Context: an optimization exercise on an open-source flow, tuned for small area, a short achievable clock period and few clock cycles per item. The choices shown serve that exercise and are no tape-out recipe. Only simulation tests tie the RTL to the original design; equivalence was not proved.

==> 03-03 <==
==> flow/design.v (excerpt) <==
module mult_div_unit #(
  parameter int MUL_LAT = md_pkg::MUL_LAT_DEF
) (
  input  logic        clk,
  input  logic        rst_n,
  input  logic        start,
  input  logic        hilo,
  input  logic        we,
  input  logic [1:0]  op,
  input  logic        madd,
  input  logic [31:0] src_a,
  input  logic [31:0] src_b,
  output logic        busy,
  output logic [31:0] hi,
  output logic [31:0] lo,
  output logic [31:0] rd_data
);
  localparam int W = 52;    
  md_pkg::md_state_e state_q, state_d;
  logic [31:0] hi_q, hi_d, lo_q, lo_d;
  logic [31:0] a_q, a_d;         
  logic [35:0] u_q, u_d;         
  logic [3:0]  cnt_q, cnt_d;
  logic        sgn_q, sgn_d;
  logic        madd_q, madd_d;
  logic        corr_q, corr_d;
  logic        pb_q, pb_d;
  logic        qneg_q, qneg_d;
  logic        rneg_q, rneg_d;
  function automatic logic [5:0] clz32(input logic [31:0] x);
    logic [15:0] z1;  logic [15:0] c1;         
    logic [7:0]  z2;  logic [15:0] c2;         
    logic [3:0]  z3;  logic [11:0] c3;         
    logic [1:0]  z4;  logic [7:0]  c4;         
    for (int g = 0; g < 16; g++) begin
      z1[g] = ~(x[2*g+1] | x[2*g]);
      c1[g] = ~x[2*g+1];
    end
    for (int g = 0; g < 8; g++) begin
      z2[g] = z1[2*g+1] & z1[2*g];
      c2[2*g +: 2] = z1[2*g+1] ? {1'b1, c1[2*g]} : {1'b0, c1[2*g+1]};
    end
    for (int g = 0; g < 4; g++) begin
      z3[g] = z2[2*g+1] & z2[2*g];
      c3[3*g +: 3] = z2[2*g+1] ? {1'b1, c2[4*g +: 2]} : {1'b0, c2[4*g+2 +: 2]};
    end
    for (int g = 0; g < 2; g++) begin
      z4[g] = z3[2*g+1] & z3[2*g];
      c4[4*g +: 4] = z3[2*g+1] ? {1'b1, c3[6*g +: 3]} : {1'b0, c3[6*g+3 +: 3]};
    end
    clz32 = (z4[1] & z4[0]) ? 6'd32 :
            z4[1] ? {2'b01, c4[3:0]} : {2'b00, c4[7:4]};
  endfunction
  localparam logic [W-1:0] MK = W'(-(64'd1 << 35) - (64'd1 << 33) - (64'd1 << 35) - (64'd1 << 37)
                                   - (64'd1 << 39) - (64'd1 << 41) - (64'd1 << 43) - (64'd1 << 45)
                                   - (64'd1 << 47));
  logic [32:0]  a_ext;
  logic [16:0]  bx;
  logic [W-1:0] pp [8];
  logic [7:0]   bneg;
  logic [15:0]  chh, corrh;
  logic [16:0]  cadd;
  logic [W-1:0] opu, opi;
  logic [W-1:0] l1s [4], l1c [4];
  logic [W-1:0] l2s [2], l2c [2];
  logic [W-1:0] l3s [2], l3c [2];
  ...
clock: 13.0 ns
lec_check: 0
cap_margin: 20
core_margin: 2
core_utilization: 40
setup_slack_margin: 5
slew_margin: 20
run.sh (not shown) runs the stock make flow with config.mk's settings and CLKGATE_MAP_FILE= SYNTH_SCRIPT=/design/flow/synth_recipe.tcl, a recipe that flattens the netlist after the stock synthesis.
==> 05-23: changes against 03-03 <==
--- a/flow/design.v
+++ b/flow/design.v
@@ -2,16 +2,14 @@
   localparam logic [1:0] OP_DIV   = 2'b11;
   localparam logic [1:0] OP_DIVU  = 2'b10;
   localparam logic [1:0] OP_MULT  = 2'b01;
   localparam logic [1:0] OP_MULTU = 2'b00;
   localparam int MUL_LAT_DEF = 5;
-  typedef enum logic [2:0] {
-    ST_IDLE  = 3'd0,
-    ST_MUL   = 3'd1,
-    ST_DNORM = 3'd2,
-    ST_DIV   = 3'd3,
-    ST_FIX   = 3'd4
+  typedef enum logic [1:0] {
+    ST_IDLE  = 2'd0,
+    ST_MUL   = 2'd1,
+    ST_DIV   = 2'd2
   } md_state_e;
 endpackage
 module div_iter (
   input  logic [31:0] rem_in,
   input  logic [31:0] quo_in,
@@ -146,16 +144,16 @@
   logic [4:0]  ksh;
   logic [63:0] nsh;
   logic [31:0] dv_rem, dv_quo;
   assign ma  = (op[0] && src_a[31]) ? -src_a : src_a;
   assign mb  = (op[0] && src_b[31]) ? -src_b : src_b;
-  assign za  = clz32(a_q);
-  assign zb  = clz32(u_q[31:0]);
+  assign za  = clz32(ma);
+  assign zb  = clz32(mb);
   assign nq  = 7'(zb) - 7'(za) + 7'd1;           
   assign nq2 = nq + 7'(nq[0]);                   
   assign ksh = 5'(7'd32 - nq2);
-  assign nsh = {32'd0, a_q} << ksh;
+  assign nsh = {32'd0, ma} << ksh;
   div_iter u_div_iter (
     .rem_in  (u_q[31:0]),
     .quo_in  (lo_q),
     .divisor (a_q),
     .rem_out (dv_rem),
@@ -186,16 +184,22 @@
             cnt_d   = 4'd0;
             madd_d  = madd;
             corr_d  = !op[0] && src_b[31];
             pb_d    = 1'b0;
           end else if (src_b != 32'd0) begin
-            state_d = md_pkg::ST_DNORM;
-            a_d     = ma;
-            u_d     = {4'd0, mb};
-            hi_d    = src_a;
-            qneg_d  = op[0] && (src_a[31] ^ src_b[31]);
-            rneg_d  = op[0] && src_a[31];
+            if (nq[6] || nq == 7'd0) begin
+              hi_d    = src_a;
+              lo_d    = 32'd0;
+            end else begin
+              state_d = md_pkg::ST_DIV;
+              a_d     = mb;
+              u_d     = {4'd0, nsh[63:32]};
+              lo_d    = nsh[31:0];
+              cnt_d   = 4'(nq2[5:1] - 5'd1);
+              qneg_d  = op[0] && (src_a[31] ^ src_b[31]);
+              rneg_d  = op[0] && src_a[31];
+            end
           end
         end else if (we) begin
           if (hilo) lo_d = src_a;
           else      hi_d = src_a;
         end
@@ -208,39 +212,19 @@
         if (cnt_q[0]) begin
           hi_d    = vsum[47:16];
           state_d = md_pkg::ST_IDLE;
         end
       end
-      md_pkg::ST_DNORM: begin
-        if (nq[6] || nq == 7'd0) begin
-          lo_d    = 32'd0;
-          state_d = md_pkg::ST_IDLE;
-        end else begin
-          a_d     = u_q[31:0];
-          u_d     = {4'd0, nsh[63:32]};
-          lo_d    = nsh[31:0];
-          cnt_d   = 4'(nq2[5:1] - 5'd1);
-          state_d = md_pkg::ST_DIV;
-        end
-      end
       md_pkg::ST_DIV: begin
         u_d   = {4'd0, dv_rem};
         lo_d  = dv_quo;
         cnt_d = cnt_q - 4'd1;
         if (cnt_q == 4'd0) begin
-          if (rneg_q || qneg_q) begin
-            state_d = md_pkg::ST_FIX;
-          end else begin
-            hi_d    = dv_rem;
-            state_d = md_pkg::ST_IDLE;
-          end
+          hi_d    = rneg_q ? -dv_rem : dv_rem;
+          lo_d    = qneg_q ? -dv_quo : dv_quo;
+          state_d = md_pkg::ST_IDLE;
         end
-      end
-      md_pkg::ST_FIX: begin
-        hi_d    = rneg_q ? -u_q[31:0] : u_q[31:0];
-        lo_d    = qneg_q ? -lo_q : lo_q;
-        state_d = md_pkg::ST_IDLE;
       end
       default: state_d = md_pkg::ST_IDLE;
     endcase
   end
   always_ff @(posedge clk or negedge rst_n) begin
==> 02-27: changes against 03-03 <==
==> flow/design.v (replaced) <==
package md_pkg;
  localparam logic [1:0] OP_DIV   = 2'b11;
  localparam logic [1:0] OP_DIVU  = 2'b10;
  localparam logic [1:0] OP_MULT  = 2'b01;
  localparam logic [1:0] OP_MULTU = 2'b00;
  localparam int MUL_LAT_DEF = 5;
  typedef enum logic [1:0] {
    ST_IDLE  = 2'd0,
    ST_MUL   = 2'd1,
    ST_DNORM = 2'd2,
    ST_DIV   = 2'd3
  } md_state_e;
endpackage
module div_iter (
  input  logic [31:0] rem_in,
  input  logic [31:0] quo_in,
  input  logic [31:0] divisor,
  output logic [31:0] rem_out,
  output logic [31:0] quo_out
);
  logic [32:0] p1, d1, p2, d2;
  logic [31:0] r1;
  logic        q1, q2;
  always_comb begin
    p1 = {rem_in, quo_in[31]};
    d1 = p1 - {1'b0, divisor};
    q1 = !d1[32];
    r1 = q1 ? d1[31:0] : p1[31:0];
    p2 = {r1, quo_in[30]};
    d2 = p2 - {1'b0, divisor};
    q2 = !d2[32];
    rem_out = q2 ? d2[31:0] : p2[31:0];
    quo_out = {quo_in[29:0], q1, q2};
  end
endmodule
module mult_div_unit #(
  parameter int MUL_LAT = md_pkg::MUL_LAT_DEF
) (
  input  logic        clk,
  input  logic        rst_n,
  input  logic        start,
  input  logic        hilo,
  input  logic        we,
  input  logic [1:0]  op,
  input  logic        madd,
  input  logic [31:0] src_a,
  input  logic [31:0] src_b,
  output logic        busy,
  output logic [31:0] hi,
  output logic [31:0] lo,
  output logic [31:0] rd_data
);
  localparam int W = 44;    
  md_pkg::md_state_e state_q, state_d;
  logic [31:0] hi_q, hi_d, lo_q, lo_d;
  logic [31:0] a_q, a_d;         
  logic [35:0] u_q, u_d;         
  logic [3:0]  cnt_q, cnt_d;
  logic        sgn_q, sgn_d;
  logic        madd_q, madd_d;
  logic        corr_q, corr_d;
  logic        pb_q, pb_d;
  logic        qneg_q, qneg_d;
  logic        rneg_q, rneg_d;
  function automatic logic [5:0] clz32(input logic [31:0] x);
    logic [15:0] z1;  logic [15:0] c1;         
    logic [7:0]  z2;  logic [15:0] c2;         
    logic [3:0]  z3;  logic [11:0] c3;         
    logic [1:0]  z4;  logic [7:0]  c4;         
    for (int g = 0; g < 16; g++) begin
      z1[g] = ~(x[2*g+1] | x[2*g]);
      c1[g] = ~x[2*g+1];
    end
    for (int g = 0; g < 8; g++) begin
      z2[g] = z1[2*g+1] & z1[2*g];
      c2[2*g +: 2] = z1[2*g+1] ? {1'b1, c1[2*g]} : {1'b0, c1[2*g+1]};
    end
    for (int g = 0; g < 4; g++) begin
      z3[g] = z2[2*g+1] & z2[2*g];
      c3[3*g +: 3] = z2[2*g+1] ? {1'b1, c2[4*g +: 2]} : {1'b0, c2[4*g+2 +: 2]};
    end
    for (int g = 0; g < 2; g++) begin
      z4[g] = z3[2*g+1] & z3[2*g];
      c4[4*g +: 4] = z3[2*g+1] ? {1'b1, c3[6*g +: 3]} : {1'b0, c3[6*g+3 +: 3]};
    end
    clz32 = (z4[1] & z4[0]) ? 6'd32 :
            z4[1] ? {2'b01, c4[3:0]} : {2'b00, c4[7:4]};
  endfunction
  logic [32:0]  a_ext;
  logic [8:0]   bx;
  logic [W-1:0] pp [4];
  logic [3:0]   bneg;
  logic [7:0]   chb, corrb;
  logic [8:0]   cadd;
  logic [W-1:0] op0, op1, op2, op3, op4, op5;
  logic [W-1:0] s1, c1, s2, c2, s3, c3, s4, c4;
  logic [W-1:0] vsum;
  assign a_ext = {sgn_q & a_q[31], a_q};
  assign bx    = {lo_q[7:0], pb_q};
  always_comb begin
    for (int j = 0; j < 4; j++) begin
      logic x2, x1, x0, one, two;
      logic [W-1:0] mag;
      x2 = bx[2*j+2];
      x1 = bx[2*j+1];
      x0 = bx[2*j];
      bneg[j] = x2 & ~(x1 & x0);
      one     = x1 ^ x0;
      two     = (x2 & ~x1 & ~x0) | (~x2 & x1 & x0);
      mag     = one ? {{(W-33){a_ext[32]}}, a_ext} :
                two ? {{(W-34){a_ext[32]}}, a_ext, 1'b0} : '0;
      pp[j]   = (mag ^ {W{bneg[j]}}) << (2*j);
    end
  end
  always_comb begin
    case (cnt_q[1:0])
      2'd0:    begin chb = hi_q[7:0];   corrb = a_q[7:0];   end
      2'd1:    begin chb = hi_q[15:8];  corrb = a_q[15:8];  end
      2'd2:    begin chb = hi_q[23:16]; corrb = a_q[23:16]; end
      default: begin chb = hi_q[31:24]; corrb = a_q[31:24]; end
    endcase
    if (!madd_q) chb = 8'd0;
    if (!corr_q) corrb = 8'd0;
  end
  assign cadd = {1'b0, chb} + {1'b0, corrb};
  assign op0 = {{(W-36){u_q[35]}}, u_q};
  assign op1 = pp[0];
  assign op2 = pp[1] | W'(bneg[0]);
  assign op3 = pp[2] | (W'(bneg[1]) << 2);
  assign op4 = pp[3] | (W'(bneg[2]) << 4);
  assign op5 = (W'(cadd) << 32) | (W'(bneg[3]) << 6);
  assign s1 = op0 ^ op1 ^ op2;
  assign c1 = ((op0 & op1) | (op0 & op2) | (op1 & op2)) << 1;
  assign s2 = op3 ^ op4 ^ op5;
  assign c2 = ((op3 & op4) | (op3 & op5) | (op4 & op5)) << 1;
  assign s3 = s1 ^ c1 ^ s2;
  assign c3 = ((s1 & c1) | (s1 & s2) | (c1 & s2)) << 1;
  assign s4 = s3 ^ c3 ^ c2;
  assign c4 = ((s3 & c3) | (s3 & c2) | (c3 & c2)) << 1;
  assign vsum = s4 + c4;
  logic [31:0] ma, mb;
  logic [5:0]  za, zb;
  logic [6:0]  nq, nq2;
  logic [4:0]  ksh;
  logic [63:0] nsh;
  logic [31:0] dv_rem, dv_quo;
  assign ma  = (sgn_q && a_q[31]) ? -a_q : a_q;
  assign mb  = (sgn_q && u_q[31]) ? -u_q[31:0] : u_q[31:0];
  assign za  = clz32(ma);
  assign zb  = clz32(mb);
  assign nq  = 7'(zb) - 7'(za) + 7'd1;           
  assign nq2 = nq + 7'(nq[0]);                   
  assign ksh = 5'(7'd32 - nq2);
  assign nsh = {32'd0, ma} << ksh;
  div_iter u_div_iter (
    .rem_in  (u_q[31:0]),
    .quo_in  (lo_q),
    .divisor (a_q),
    .rem_out (dv_rem),
    .quo_out (dv_quo)
  );
  always_comb begin
    state_d = state_q;
    hi_d    = hi_q;
    lo_d    = lo_q;
    a_d     = a_q;
    u_d     = u_q;
    cnt_d   = cnt_q;
    sgn_d   = sgn_q;
    madd_d  = madd_q;
    corr_d  = corr_q;
    pb_d    = pb_q;
    qneg_d  = qneg_q;
    rneg_d  = rneg_q;
    case (state_q)
      md_pkg::ST_IDLE: begin
        if (start) begin
          sgn_d = op[0];
          if (!op[1]) begin
            state_d = md_pkg::ST_MUL;
            a_d     = src_a;
            u_d     = madd ? {4'd0, lo_q} : 36'd0;
            lo_d    = src_b;
            cnt_d   = 4'd0;
            madd_d  = madd;
            corr_d  = !op[0] && src_b[31];
            pb_d    = 1'b0;
          end else if (src_b != 32'd0) begin
            state_d = md_pkg::ST_DNORM;
            a_d     = src_a;
            u_d     = {4'd0, src_b};
            qneg_d  = op[0] && (src_a[31] ^ src_b[31]);
            rneg_d  = op[0] && src_a[31];
          end
        end else if (we) begin
          if (hilo) lo_d = src_a;
          else      hi_d = src_a;
        end
      end
      md_pkg::ST_MUL: begin
        u_d  = vsum[W-1:8];
        lo_d = {vsum[7:0], lo_q[31:8]};
        pb_d = lo_q[7];
        cnt_d = cnt_q + 4'd1;
        if (cnt_q[1:0] == 2'd3) begin
          hi_d    = vsum[39:8];
          state_d = md_pkg::ST_IDLE;
        end
      end
      md_pkg::ST_DNORM: begin
        if (nq[6] || nq == 7'd0) begin
          hi_d    = a_q;
          lo_d    = 32'd0;
          state_d = md_pkg::ST_IDLE;
        end else begin
          a_d     = mb;
          u_d     = {4'd0, nsh[63:32]};
          lo_d    = nsh[31:0];
          cnt_d   = 4'(nq2[5:1] - 5'd1);
          state_d = md_pkg::ST_DIV;
        end
      end
      md_pkg::ST_DIV: begin
        u_d   = {4'd0, dv_rem};
        lo_d  = dv_quo;
        cnt_d = cnt_q - 4'd1;
        if (cnt_q == 4'd0) begin
          hi_d    = rneg_q ? -dv_rem : dv_rem;
          lo_d    = qneg_q ? -dv_quo : dv_quo;
          state_d = md_pkg::ST_IDLE;
        end
      end
      default: state_d = md_pkg::ST_IDLE;
    endcase
  end
  always_ff @(posedge clk or negedge rst_n) begin
    if (!rst_n) begin
      state_q <= md_pkg::ST_IDLE;
      hi_q    <= 32'd0;
      lo_q    <= 32'd0;
    end else begin
      state_q <= state_d;
      hi_q    <= hi_d;
      lo_q    <= lo_d;
    end
  end
  always_ff @(posedge clk) begin
    a_q    <= a_d;
    u_q    <= u_d;
    cnt_q  <= cnt_d;
    sgn_q  <= sgn_d;
    madd_q <= madd_d;
    corr_q <= corr_d;
    pb_q   <= pb_d;
    qneg_q <= qneg_d;
    rneg_q <= rneg_d;
  end
  assign busy    = (state_q != md_pkg::ST_IDLE);
  assign hi      = hi_q;
  assign lo      = lo_q;
  assign rd_data = hilo ? lo_q : hi_q;
endmodule
ABC_CLOCK_PERIOD_IN_PS = 6000   (was not set)
SETUP_SLACK_MARGIN = not set   (was 5)
==> summary of the runs <==
In 03-03 the die area is smaller than in 05-23, by about 1.8%. The highest global-route usage belongs to 02-27, the lowest to 03-03. Register-to-register slack: 02-27 < 05-23 < 03-03. Sequential share of layout area, lowest first: 05-23, 03-03, 02-27.
==> figures <==
Start point of the worst min-delay path: 03-03 lo_q[25]$_DFFE_PN0P_; 05-23 state_q[1]$_DFFE_PN0P_; 02-27 hi_q[1]$_DFFE_PN0P_
Post-Place Worst Slack: 03-03 3.60 ns; 05-23 1.90 ns; 02-27 3.17 ns
Area share of the leading cell type in the synthesized netlist: 03-03 14.1%; 05-23 13.9%; 02-27 8.94%
Via count of the first global-routing pass: 03-03 34,458; 05-23 36,612; 02-27 28,302
Sequential cells: 03-03 145; 05-23 144; 02-27 144
FMAX: 03-03 127 MHz; 05-23 116 MHz; 02-27 98.7 MHz
Result of the run: 03-03 complete, no violations; 05-23 complete, no violations; 02-27 complete, no violations
Post-synthesis adder-cell area fraction: 03-03 22.7%; 05-23 22.4%; 02-27 16.7%
Asr flop ratio synth: 03-03 46.2%; 05-23 45.8%; 02-27 45.8%
Minimum clock period after layout: 03-03 7.85 ns; 05-23 8.61 ns; 02-27 10.13 ns
Testbench counts of 03-03, summed over its fixed seeds: cycles 6,030, ops 1,920.
Testbench counts of 05-23, summed over its fixed seeds: cycles 5,466, ops 1,920.
Testbench counts of 02-27, summed over its fixed seeds: cycles 8,290, ops 1,920.

-- afterwards: timing with drivers on the ports --
The results above use ideal ports. As a check the final layouts listed here were re-extracted and re-timed, cells and wires unchanged.
Step 1 sets driving cells, clkbuf_16 on the clock port and buf_2 on the other inputs (assumed; they add their load-dependent delay and slew).
Step 2 times the ports against the registers' clock, not the clock port: input delays grow and output delays shrink by t, the midpoint of the rising clock arrivals with the driver on.
Slacks: ideal ports / drivers / drivers and shift; pairs: ideal ports / drivers.
run | t, ns | setup slack, ns | worst setup path at the end | worst register clock-pin slew, ns
03-03 | 0.564 | 5.150 / 5.150 / 5.075 | input to register | 0.09 / 0.09
05-23 | 0.569 | 4.393 / 4.420 / 3.851 | input to register | 0.08 / 0.08
02-27 | 0.564 | 2.868 / 2.868 / 2.868 | register to register | 0.08 / 0.08
After both steps every run listed still meets setup and hold. The setup slack of 05-23, which loses most, moves by +0.027 ns with the drivers and by -0.542 ns with both steps.
